From an optimization exercise on the open Yosys and OpenROAD flow, aimed at small area; shortcuts taken in it are not production practice.
The RTL was checked by simulation tests, not by an equivalence proof against the original design.
Power and IR drop assume default switching activity.

<file path="flow/design.v">
`timescale 1ns/1ns
package noc_pkg;
  localparam int PORTS   = 4;
  localparam int PORT_W  = 2;    
  localparam int STAMP_W = 30;   
  localparam int STAT_W = 48;
  localparam int PAIR_W = 16;    
  typedef struct packed {
    logic               valid;
    logic [PORT_W-1:0]  source;     
    logic [PORT_W-1:0]  dest;
    logic               buffered;   
    logic [STAMP_W-1:0] stamp;      
    logic [15:0]        payload;
  } packet_t;
  typedef enum logic [2:0] {
    SEL_RX_TOTAL,
    SEL_TX_TOTAL,
    SEL_LATENCY_TOTAL,
    SEL_FULL_TOTAL,
    SEL_NEARLY_FULL_TOTAL,
    SEL_BUFFERED_TOTAL,
    SEL_PAIR_RX
  } stat_sel_t;
  typedef struct packed {
    stat_sel_t         sel;
    logic [PORT_W-1:0] src;   
    logic [PORT_W-1:0] dst;
  } stat_query_t;
  typedef struct packed {
    logic [31:0] rx_total;
    logic [31:0] tx_total;
    logic [47:0] latency_total;
    logic [32:0] full_total;
    logic [32:0] nearly_full_total;
    logic [31:0] buffered_total;
  } stat_totals_t;
endpackage
`timescale 1ns/1ns
module xbar_switch #(
  parameter int DEPTH = 4
) (
  input  logic                                               clk,
  input  logic                                               rst,
  input  logic [noc_pkg::PORTS-1:0]                          in_valid,
  input  logic [noc_pkg::PORTS-1:0][noc_pkg::PORT_W-1:0]     in_dest,
  input  logic [noc_pkg::PORTS-1:0][15:0]                    in_payload,
  output logic [noc_pkg::PORTS-1:0]                          inject_ready,
  output logic [noc_pkg::PORTS-1:0]                          tx_valid,      
  output logic [noc_pkg::PORTS-1:0]                          rx_valid,      
  output logic [noc_pkg::PORTS-1:0][noc_pkg::PORT_W-1:0]     rx_source,
  output logic [noc_pkg::PORTS-1:0]                          rx_buffered,
  output logic [noc_pkg::PORTS-1:0][noc_pkg::STAMP_W-1:0]    rx_stamp,
  output logic [noc_pkg::PORTS-1:0][15:0]                    rx_payload,
  output logic [noc_pkg::STAMP_W-1:0]                        timestamp,
  output logic [noc_pkg::PORTS-1:0]                          net_full,
  output logic [noc_pkg::PORTS-1:0]                          nearly_full
);
  localparam int PTR_W = (DEPTH > 1) ? $clog2(DEPTH) : 1;
  localparam int CNT_W = $clog2(DEPTH + 1);
  logic [noc_pkg::STAMP_W-1:0] time_next;
  logic [noc_pkg::PORTS-1:0]   accept;
  logic [noc_pkg::PORTS-1:0]   win;
  logic [noc_pkg::PORTS-1:0]   lose;
  logic [noc_pkg::PORTS-1:0]   grant_valid;
  logic [noc_pkg::PORTS-1:0][noc_pkg::PORT_W-1:0] grant_idx;
  logic [noc_pkg::PORTS-1:0][noc_pkg::PORT_W-1:0] last;   
  logic [noc_pkg::PORTS-1:0][noc_pkg::PORT_W-1:0]  head_dest;
  logic [noc_pkg::PORTS-1:0]                       head_buffered;
  logic [noc_pkg::PORTS-1:0][noc_pkg::STAMP_W-1:0] head_stamp;
  logic [noc_pkg::PORTS-1:0][15:0]                 head_payload;
  logic [noc_pkg::PORTS-1:0]                       stage_valid;
  logic [noc_pkg::PORTS-1:0][noc_pkg::PORT_W-1:0]  stage_source;
  logic [noc_pkg::PORTS-1:0]                       stage_buffered;
  logic [noc_pkg::PORTS-1:0][noc_pkg::STAMP_W-1:0] stage_stamp;
  logic [noc_pkg::PORTS-1:0][15:0]                 stage_payload;
  logic [noc_pkg::PORTS-1:0][DEPTH-1:0][noc_pkg::PORT_W-1:0]  mem_dest;
  logic [noc_pkg::PORTS-1:0][DEPTH-1:0]                       mem_buffered;
  logic [noc_pkg::PORTS-1:0][DEPTH-1:0][noc_pkg::STAMP_W-1:0] mem_stamp;
  logic [noc_pkg::PORTS-1:0][DEPTH-1:0][15:0]                 mem_payload;
  logic [noc_pkg::PORTS-1:0][PTR_W-1:0] wr_ptr;
  logic [noc_pkg::PORTS-1:0][PTR_W-1:0] rd_ptr;
  logic [noc_pkg::PORTS-1:0][CNT_W-1:0] count;
  function automatic logic [PTR_W-1:0] ptr_inc(input logic [PTR_W-1:0] p);
    ptr_inc = (p == PTR_W'(DEPTH - 1)) ? PTR_W'(0) : PTR_W'(p + 1'b1);
  endfunction
  assign time_next = timestamp + 1'b1;   
  always_ff @(posedge clk) begin
    if (rst) timestamp <= '0;
    else     timestamp <= time_next;
  end
  always_comb begin
    for (int i = 0; i < noc_pkg::PORTS; i++) begin
      inject_ready[i]  = count[i] != CNT_W'(DEPTH);
      net_full[i]      = count[i] == CNT_W'(DEPTH);
      nearly_full[i]   = count[i] >= CNT_W'(DEPTH - 1);
      accept[i]        = in_valid[i] && (count[i] != CNT_W'(DEPTH));
      head_dest[i]     = mem_dest[i][rd_ptr[i]];
      head_buffered[i] = mem_buffered[i][rd_ptr[i]];
      head_stamp[i]    = mem_stamp[i][rd_ptr[i]];
      head_payload[i]  = mem_payload[i][rd_ptr[i]];
    end
  end
  always_comb begin
    logic [noc_pkg::PORT_W-1:0] idx;
    idx = '0;
    for (int o = 0; o < noc_pkg::PORTS; o++) begin
      grant_valid[o] = 1'b0;
      grant_idx[o]   = last[o];
      for (int k = 1; k <= noc_pkg::PORTS; k++) begin
        idx = last[o] + noc_pkg::PORT_W'(k);   
        if (!grant_valid[o] && count[idx] != '0 && head_dest[idx] == noc_pkg::PORT_W'(o)) begin
          grant_valid[o] = 1'b1;
          grant_idx[o]   = idx;
        end
      end
    end
    for (int i = 0; i < noc_pkg::PORTS; i++) begin
      win[i] = 1'b0;
      for (int o = 0; o < noc_pkg::PORTS; o++) begin
        if (grant_valid[o] && grant_idx[o] == noc_pkg::PORT_W'(i)) win[i] = 1'b1;
      end
      lose[i] = (count[i] != '0) && !win[i];   
    end
  end
  always_ff @(posedge clk) begin
    if (rst) begin
      for (int i = 0; i < noc_pkg::PORTS; i++) begin
        wr_ptr[i] <= '0;
        rd_ptr[i] <= '0;
        count[i]  <= '0;
        last[i]   <= '0;
      end
    end else begin
      for (int i = 0; i < noc_pkg::PORTS; i++) begin
        if (accept[i]) wr_ptr[i] <= ptr_inc(wr_ptr[i]);
        if (win[i])    rd_ptr[i] <= ptr_inc(rd_ptr[i]);
        case ({accept[i], win[i]})
          2'b10:   count[i] <= count[i] + 1'b1;
          2'b01:   count[i] <= count[i] - 1'b1;
          default: count[i] <= count[i];
        endcase
        if (grant_valid[i]) last[i] <= grant_idx[i];
      end
    end
  end
  always_ff @(posedge clk) begin
    for (int i = 0; i < noc_pkg::PORTS; i++) begin
      for (int j = 0; j < DEPTH; j++) begin
        if (accept[i] && wr_ptr[i] == PTR_W'(j)) begin
          mem_dest[i][j]     <= in_dest[i];
          mem_buffered[i][j] <= 1'b0;
          mem_stamp[i][j]    <= time_next;
          mem_payload[i][j]  <= in_payload[i];
        end
        if (lose[i] && rd_ptr[i] == PTR_W'(j)) mem_buffered[i][j] <= 1'b1;
      end
    end
  end
  always_ff @(posedge clk) begin
    if (rst) begin
      stage_valid <= '0;
      rx_valid    <= '0;
      tx_valid    <= '0;
    end else begin
      stage_valid <= grant_valid;
      rx_valid    <= stage_valid;
      tx_valid    <= accept;   
    end
  end
  always_ff @(posedge clk) begin
    for (int p = 0; p < noc_pkg::PORTS; p++) begin
      stage_source[p]   <= grant_idx[p];
      stage_buffered[p] <= head_buffered[grant_idx[p]];
      stage_stamp[p]    <= head_stamp[grant_idx[p]];
      stage_payload[p]  <= head_payload[grant_idx[p]];
    end
    rx_source   <= stage_source;
    rx_buffered <= stage_buffered;
    rx_stamp    <= stage_stamp;
    rx_payload  <= stage_payload;
  end
endmodule
`timescale 1ns/1ns
module packet_sink (
  input  logic                                            clk,
  input  logic                                            rst,
  input  logic [noc_pkg::PORTS-1:0]                       rx_valid,
  input  logic [noc_pkg::PORTS-1:0][noc_pkg::PORT_W-1:0]  rx_source,
  input  logic [noc_pkg::PORTS-1:0]                       rx_buffered,
  input  logic [noc_pkg::PORTS-1:0][noc_pkg::STAMP_W-1:0] rx_stamp,
  input  logic [noc_pkg::PORTS-1:0]                       tx_valid,
  input  logic [noc_pkg::STAMP_W-1:0]                     timestamp,
  input  logic [noc_pkg::PORTS-1:0]                       net_full,
  input  logic [noc_pkg::PORTS-1:0]                       nearly_full,
  input  logic                                            measure,
  input  logic                                            wr_en,     
  input  logic [2:0]                                      wr_sel,
  input  logic [noc_pkg::PORT_W-1:0]                      wr_src,
  input  logic [noc_pkg::PORT_W-1:0]                      wr_dst,
  input  logic [noc_pkg::STAT_W-1:0]                      wr_data,
  output logic [31:0]                                     rx_total,
  output logic [31:0]                                     tx_total,
  output logic [47:0]                                     latency_total,
  output logic [32:0]                                     full_total,
  output logic [32:0]                                     nearly_full_total,
  output logic [31:0]                                     buffered_total,
  output logic [noc_pkg::PORTS-1:0][noc_pkg::PORTS-1:0][noc_pkg::PAIR_W-1:0] pair_rx
);
  logic [2:0]                  rx_inc;
  logic [2:0]                  tx_inc;
  logic [2:0]                  buf_inc;
  logic [2:0]                  full_inc;
  logic [2:0]                  nfull_inc;
  logic [noc_pkg::STAMP_W+1:0] lat_inc;
  always_comb begin
    logic [noc_pkg::STAMP_W-1:0] lat;
    lat       = '0;
    rx_inc    = '0;
    tx_inc    = '0;
    buf_inc   = '0;
    full_inc  = '0;
    nfull_inc = '0;
    lat_inc   = '0;
    for (int k = 0; k < noc_pkg::PORTS; k++) begin
      if (rx_valid[k]) begin
        lat     = timestamp - rx_stamp[k];   
        rx_inc  = rx_inc + 1'b1;
        lat_inc = lat_inc + (noc_pkg::STAMP_W+2)'(lat);
        if (rx_buffered[k]) buf_inc = buf_inc + 1'b1;
      end
      if (tx_valid[k])    tx_inc    = tx_inc + 1'b1;
      if (net_full[k])    full_inc  = full_inc + 1'b1;
      if (nearly_full[k]) nfull_inc = nfull_inc + 1'b1;
    end
  end
  always_ff @(posedge clk) begin
    if (rst) begin
      rx_total          <= '0;
      tx_total          <= '0;
      latency_total     <= '0;
      full_total        <= '0;
      nearly_full_total <= '0;
      buffered_total    <= '0;
      pair_rx           <= '0;
    end else begin
      if (measure) begin
        rx_total          <= rx_total + 32'(rx_inc);
        tx_total          <= tx_total + 32'(tx_inc);
        latency_total     <= latency_total + 48'(lat_inc);
        buffered_total    <= buffered_total + 32'(buf_inc);
        full_total        <= full_total + 33'(full_inc);
        nearly_full_total <= nearly_full_total + 33'(nfull_inc);
        for (int k = 0; k < noc_pkg::PORTS; k++) begin
          if (rx_valid[k]) begin
            pair_rx[rx_source[k]][k] <= pair_rx[rx_source[k]][k] + 1'b1;
          end
        end
      end
      if (wr_en) begin
        case (wr_sel)
          noc_pkg::SEL_RX_TOTAL:          rx_total          <= wr_data[31:0];
          noc_pkg::SEL_TX_TOTAL:          tx_total          <= wr_data[31:0];
          noc_pkg::SEL_LATENCY_TOTAL:     latency_total     <= wr_data[47:0];
          noc_pkg::SEL_FULL_TOTAL:        full_total        <= wr_data[32:0];
          noc_pkg::SEL_NEARLY_FULL_TOTAL: nearly_full_total <= wr_data[32:0];
          noc_pkg::SEL_BUFFERED_TOTAL:    buffered_total    <= wr_data[31:0];
          noc_pkg::SEL_PAIR_RX:           pair_rx[wr_src][wr_dst] <= wr_data[noc_pkg::PAIR_W-1:0];
          default: ;
        endcase
      end
    end
  end
endmodule
`timescale 1ns/1ns
module stats_readout (
  input  logic                       clk,
  input  logic                       rst,
  input  logic                       req,
  input  logic [2:0]                 sel,
  input  logic [noc_pkg::PORT_W-1:0] src,   
  input  logic [noc_pkg::PORT_W-1:0] dst,
  input  logic                       we,
  input  logic [31:0]                rx_total,
  input  logic [31:0]                tx_total,
  input  logic [47:0]                latency_total,
  input  logic [32:0]                full_total,
  input  logic [32:0]                nearly_full_total,
  input  logic [31:0]                buffered_total,
  input  logic [noc_pkg::PORTS-1:0][noc_pkg::PORTS-1:0][noc_pkg::PAIR_W-1:0] pair_rx,
  output logic                       wr_en,
  output logic                       ack,
  output logic [noc_pkg::STAT_W-1:0] rdata
);
  logic [noc_pkg::STAT_W-1:0] sel_word;
  logic                       start;   
  always_comb begin
    case (sel)
      noc_pkg::SEL_RX_TOTAL:          sel_word = noc_pkg::STAT_W'(rx_total);
      noc_pkg::SEL_TX_TOTAL:          sel_word = noc_pkg::STAT_W'(tx_total);
      noc_pkg::SEL_LATENCY_TOTAL:     sel_word = noc_pkg::STAT_W'(latency_total);
      noc_pkg::SEL_FULL_TOTAL:        sel_word = noc_pkg::STAT_W'(full_total);
      noc_pkg::SEL_NEARLY_FULL_TOTAL: sel_word = noc_pkg::STAT_W'(nearly_full_total);
      noc_pkg::SEL_BUFFERED_TOTAL:    sel_word = noc_pkg::STAT_W'(buffered_total);
      noc_pkg::SEL_PAIR_RX:           sel_word = noc_pkg::STAT_W'(pair_rx[src][dst]);
      default:                        sel_word = '0;
    endcase
  end
  assign start = req && !ack;
  assign wr_en = start && we;   
  always_ff @(posedge clk) begin
    if (rst)              ack <= 1'b0;
    else if (start)       ack <= 1'b1;   
    else if (ack && !req) ack <= 1'b0;   
  end
  always_ff @(posedge clk) begin
    if (start) rdata <= sel_word;
  end
endmodule
`timescale 1ns/1ns
module noc_stats_top (
  input  logic        clk,
  input  logic        rst,
  input  logic [3:0]  inject_valid,     
  input  logic [7:0]  inject_dest,      
  input  logic [63:0] inject_payload,   
  output logic [3:0]  inject_ready,
  input  logic        measure,
  input  logic        req,
  input  logic [6:0]  query,            
  input  logic        we,
  input  logic [47:0] wdata,
  output logic        ack,
  output logic [47:0] rdata
);
  localparam int DEPTH = 4;   
  logic [noc_pkg::PORTS-1:0]                       tx_valid;
  logic [noc_pkg::PORTS-1:0]                       rx_valid;
  logic [noc_pkg::PORTS-1:0][noc_pkg::PORT_W-1:0]  rx_source;
  logic [noc_pkg::PORTS-1:0]                       rx_buffered;
  logic [noc_pkg::PORTS-1:0][noc_pkg::STAMP_W-1:0] rx_stamp;
  logic [noc_pkg::PORTS-1:0][15:0]                 rx_payload;   
  logic [noc_pkg::STAMP_W-1:0]                     timestamp;
  logic [noc_pkg::PORTS-1:0]                       net_full;
  logic [noc_pkg::PORTS-1:0]                       nearly_full;
  logic [31:0] rx_total;
  logic [31:0] tx_total;
  logic [47:0] latency_total;
  logic [32:0] full_total;
  logic [32:0] nearly_full_total;
  logic [31:0] buffered_total;
  logic [noc_pkg::PORTS-1:0][noc_pkg::PORTS-1:0][noc_pkg::PAIR_W-1:0] pair_rx;
  logic        wr_en;
  xbar_switch #(.DEPTH(DEPTH)) u_switch (
    .clk, .rst,
    .in_valid(inject_valid), .in_dest(inject_dest), .in_payload(inject_payload),
    .inject_ready, .tx_valid,
    .rx_valid, .rx_source, .rx_buffered, .rx_stamp, .rx_payload,
    .timestamp, .net_full, .nearly_full
  );
  packet_sink u_sink (
    .clk, .rst,
    .rx_valid, .rx_source, .rx_buffered, .rx_stamp, .tx_valid, .timestamp,
    .net_full, .nearly_full, .measure,
    .wr_en, .wr_sel(query[6:4]), .wr_src(query[3:2]), .wr_dst(query[1:0]), .wr_data(wdata),
    .rx_total, .tx_total, .latency_total, .full_total, .nearly_full_total, .buffered_total,
    .pair_rx
  );
  stats_readout u_readout (
    .clk, .rst,
    .req, .sel(query[6:4]), .src(query[3:2]), .dst(query[1:0]), .we,
    .rx_total, .tx_total, .latency_total, .full_total, .nearly_full_total, .buffered_total,
    .pair_rx,
    .wr_en, .ack, .rdata
  );
endmodule
</file>
<file path="flow/run.sh">
#!/bin/bash
# synth_recipe.tcl (not shown) runs the flow's synth.tcl, then flattens the netlist and writes it again
# the make line also repeats each setting of config.mk as NAME=value (left out here)
make -C /OpenROAD-flow-scripts/flow DESIGN_CONFIG=/design/flow/config.mk WORK_HOME=/design/flow/orfs CLKGATE_MAP_FILE= SYNTH_SCRIPT=/design/flow/synth_recipe.tcl finish
</file>
<file path="flow/config.mk">
export PLATFORM = sky130hd
export DESIGN_NAME = noc_stats_top
export DESIGN_NICKNAME = noc_stats_top
export VERILOG_FILES = /design/flow/design.v
export SDC_FILE = /design/flow/constraint.sdc
export NUM_CORES = 4
export LEC_CHECK = 0
export CAP_MARGIN = 20
export CORE_MARGIN = 2
export CORE_UTILIZATION = 40
export SLEW_MARGIN = 20
</file>
<file path="flow/constraint.sdc">
create_clock -name core_clock -period 11.0 [get_ports {clk}]
set_input_delay 2.2000 -clock core_clock [delete_from_list [all_inputs] [get_ports {clk}]]
set_output_delay 2.2000 -clock core_clock [all_outputs]
set_load 0.01 [all_outputs]
</file>
==> notes.md <==
vias in the first global route ~65,000; WP data required 11.70 ns; Hold Fails Final Rpt 0; vias per cell 6.17; total CTS buffers 151; antenna violations before repair 7; clock sink count approximately 1,400; Clock Path Buffers 3; asr flop ratio synth 0; # port buffers 124; Setup Skew just over 0.07 ns; CP Class reg2reg; worst min path class reg2reg; Avg Cell Area, Syn 9.83 µm²; min setup slack post-route 0.718 ns; routed wire length 275 mm; total track usage 0.253; die width 458 µm; synthesized instance count 8,391; die height 458 µm; Crit Path Max Fanout 8; Max stage delay on crit path 0.44 ns; initial DRC count roughly 8,000; max_cap viols 0; CP max stage cell a211oi_1; crit end category flop; register area share after synthesis 0.404; max-slew violations 0; routability cong. 0.928; Clk pin slew, worst setup/hold paths around 0.070 ns; die area 0.210 mm²; Post-synth EDFFs 560; Worst slew margin 0.191; Final Util 0.450; nets slightly below 9,000; CP Data Arrival Time 10.99 ns; fmax 97.3 MHz; area delta synth->final 11.6%; synthesis-stage register bit count 1,385; DRT Pass-1 Iters 6; Starting Density 0.403; most frequent CP cell ha_1; total power about 24 mW; fin area around 0.092 mm²; I/O Pins 189; Switching Power ~10 mW; wire per inst 24.8 µm; sequential power share 0.286; Setup Viol. Count Final 0; total grt overflow 0; number of distinct library cells after synthesis 97; drc violations 0; sw frac 0.425; HPWL after detailed placement 192 mm; remaining antenna violation count 0; CP Launch Type flop; VDD IR max 0.280 mV; final cycle utilization of the critical path 0.935; status no timing/DRC/antenna violations; CTS tree built; first-pass GRT wire length 410 mm; post-synthesis instance area just over 0.08 mm²; CTS HTree Levels 4; TNS Setup 0 ns; combinational power share 0.487; clock share of power 0.227; CP Buf/Inv Count 2; Pint 13.8 mW; post-CTS setup buffer count 0; Site Rows between 150 and 200; Via Count 68,501; cell family with most CP delay compound AO/OA/AOI/OAI gates; Syn Nets 8,863; Placed Instance Area 0.0866 mm²; dominant synthesized flop cell dfxtp_1; pin count of the biggest net entering global routing 160; Root Buffer clkbuf_16; Static Leakage around 34 nW; Ys Warns 3; layout cells sized above 1 0.123; CTS Hold Buffers Added 0; Least-Margin Pin Slew 1.20 ns; worst slack at placement 0.387 ns; core footprint 0.205 mm²; Tmin final around 10 ns; PwrDens approximately 260 mW/mm²; clock latency on the worst-skew pair 0.83 ns
cell type report:
type,instances,area [µm²]
tap,2688,3360
timing repair buffer,289,2520
antenna,1,2.50
clock buffer,196,4290
clock inverter,79,1090
inverter,293,1100
multi-input combinational,6165,46400
sequential,1385,33400
fill,18990,113000
worst paths after layout:
| kind | startpoint | to | slack (ns) | cells after the start |
|---|---|---|---|---|
| setup reg to reg | u_switch.timestamp[0]$_SDFF_PP0_ | u_sink.latency_total[45]$_SDFF_PP0_ | 0.72 | 49 |
| hold reg to reg | u_switch.stage_stamp[3]$_DFF_P_ | u_switch.rx_stamp[3]$_DFF_P_ | 0.31 | 0 |
| setup / recovery | u_switch.timestamp[0]$_SDFF_PP0_ | u_sink.latency_total[45]$_SDFF_PP0_ | 0.72 | 49 |
| hold / removal | u_switch.stage_stamp[3]$_DFF_P_ | u_switch.rx_stamp[3]$_DFF_P_ | 0.31 | 0 |
stage by stage:
step | cells | hold WS [ns]
floorplan | 8391 | 0.310
global placement | 10818 | 0.312
detailed placement | 10818 | 0.312
CTS | 11093 | 0.307
global route | 11095 | 0.324
finish | 11096 | 0.313
repair_timing:
item | in CTS | in global routing
gates resized for setup | 0 | 17
endpoints found under the setup margin | 0 | 21
endpoints found under the hold margin | 0 | 0
cells in the mapped netlist, drive strengths merged (120+ instances only):
cell,instances,area share
nor2,1022,0.047
nand2,830,0.038
dfxtp,825,0.20
edfxtp,560,0.20
a21oi,520,0.032
a211oi,496,0.045
clkbuf,440,0.020
mux4,434,0.12
ha,319,0.048
inv,289,0.013
xor2,236,0.025
o21ai,235,0.014
xnor2,216,0.023
nand3,192,0.012
mux2i,178,0.022
and3,154,0.012
a31oi,150,0.012
a21o,121,0.011
and2,120,0.0091
power by group through the flow:
stage | registers [mW] | clock network [mW] | logic, mW
detailed placement | 6.98 | 0 | 11.4
floorplan | 6.65 | 0 | 8.27
global route | 6.96 | 5.73 | 12.6
finish | 6.88 | 5.47 | 11.7
CTS | 6.87 | 5.54 | 11.4
global placement | 6.94 | 0 | 11.1
layout by cell type, fill, tap and decap left out, types with 214 or more instances in the layout:
cell type	instances
xor2_1	235
o21ai_0	220
xnor2_1	214
mux4_2	434
nor2_1	1014
inv_1	285
nand2_1	824
dfxtp_1	813
a211oi_1	494
edfxtp_1	560
ha_1	313
a21oi_1	518
cells by family after synthesis:
group / synth area share
flip-flops: 0.404
AO/OA/AOI/OAI: 0.163
AND/OR/NAND/NOR: 0.144
adder cells (fa/ha/maj): 0.0525
buffers and inverters: 0.0392
XOR/XNOR: 0.0480
multiplexers: 0.149
per-layer routing:
layer | part of all wire | track usage | vias to the layer above
met2 | 0.44 | 0.391 | 3439
li1 | - | - | 30850
met5 | 0.00012 | 0 | -
met3 | 0.090 | 0.0436 | 548
met4 | 0.041 | 0.102 | 6
met1 | 0.43 | 0.352 | 33658
flip-flops by register name, indices dropped and copies added (netlist names), 30 cells and up:
signal,cells
u_sink.full_total,33
u_sink.buffered_total,32
u_switch.mem_dest,32
u_switch.rx_stamp,120
u_sink.pair_rx,256
u_sink.nearly_full_total,33
u_sink.latency_total,48
u_switch.timestamp,30
u_sink.tx_total,32
u_readout.rdata,48
u_sink.rx_total,32
u_switch.stage_stamp,120
u_switch.mem_stamp,480

## afterwards: timing with drivers on the ports
No port has a modelled driver above. Below, the same layout with a new extraction and two added sets of constraints. Step 1, drivers: a clkbuf_16 drives clk and a buf_2 each remaining input, both assumed. Step 2 adds t to the input delays and takes it off the output delays; t is the mean of the earliest and latest rising clock arrival at the registers after step 1. Input paths then give back, and output paths get back, about the clock's delay inside the block. a / b / c = ideal / step 1 / step 2; a / b = the first two.
t (ns): 0.890
setup slack, ns: 0.718 / 0.718 / 0.718
worst setup path after step 2: register to register
clock arrival spread, ns: 0.098 / 0.098
pins driven straight from the clock port: 1
After both steps setup and hold are still met in this run. The setup slack of this run moves by 0.000 ns with the drivers and by 0.000 ns with both steps.
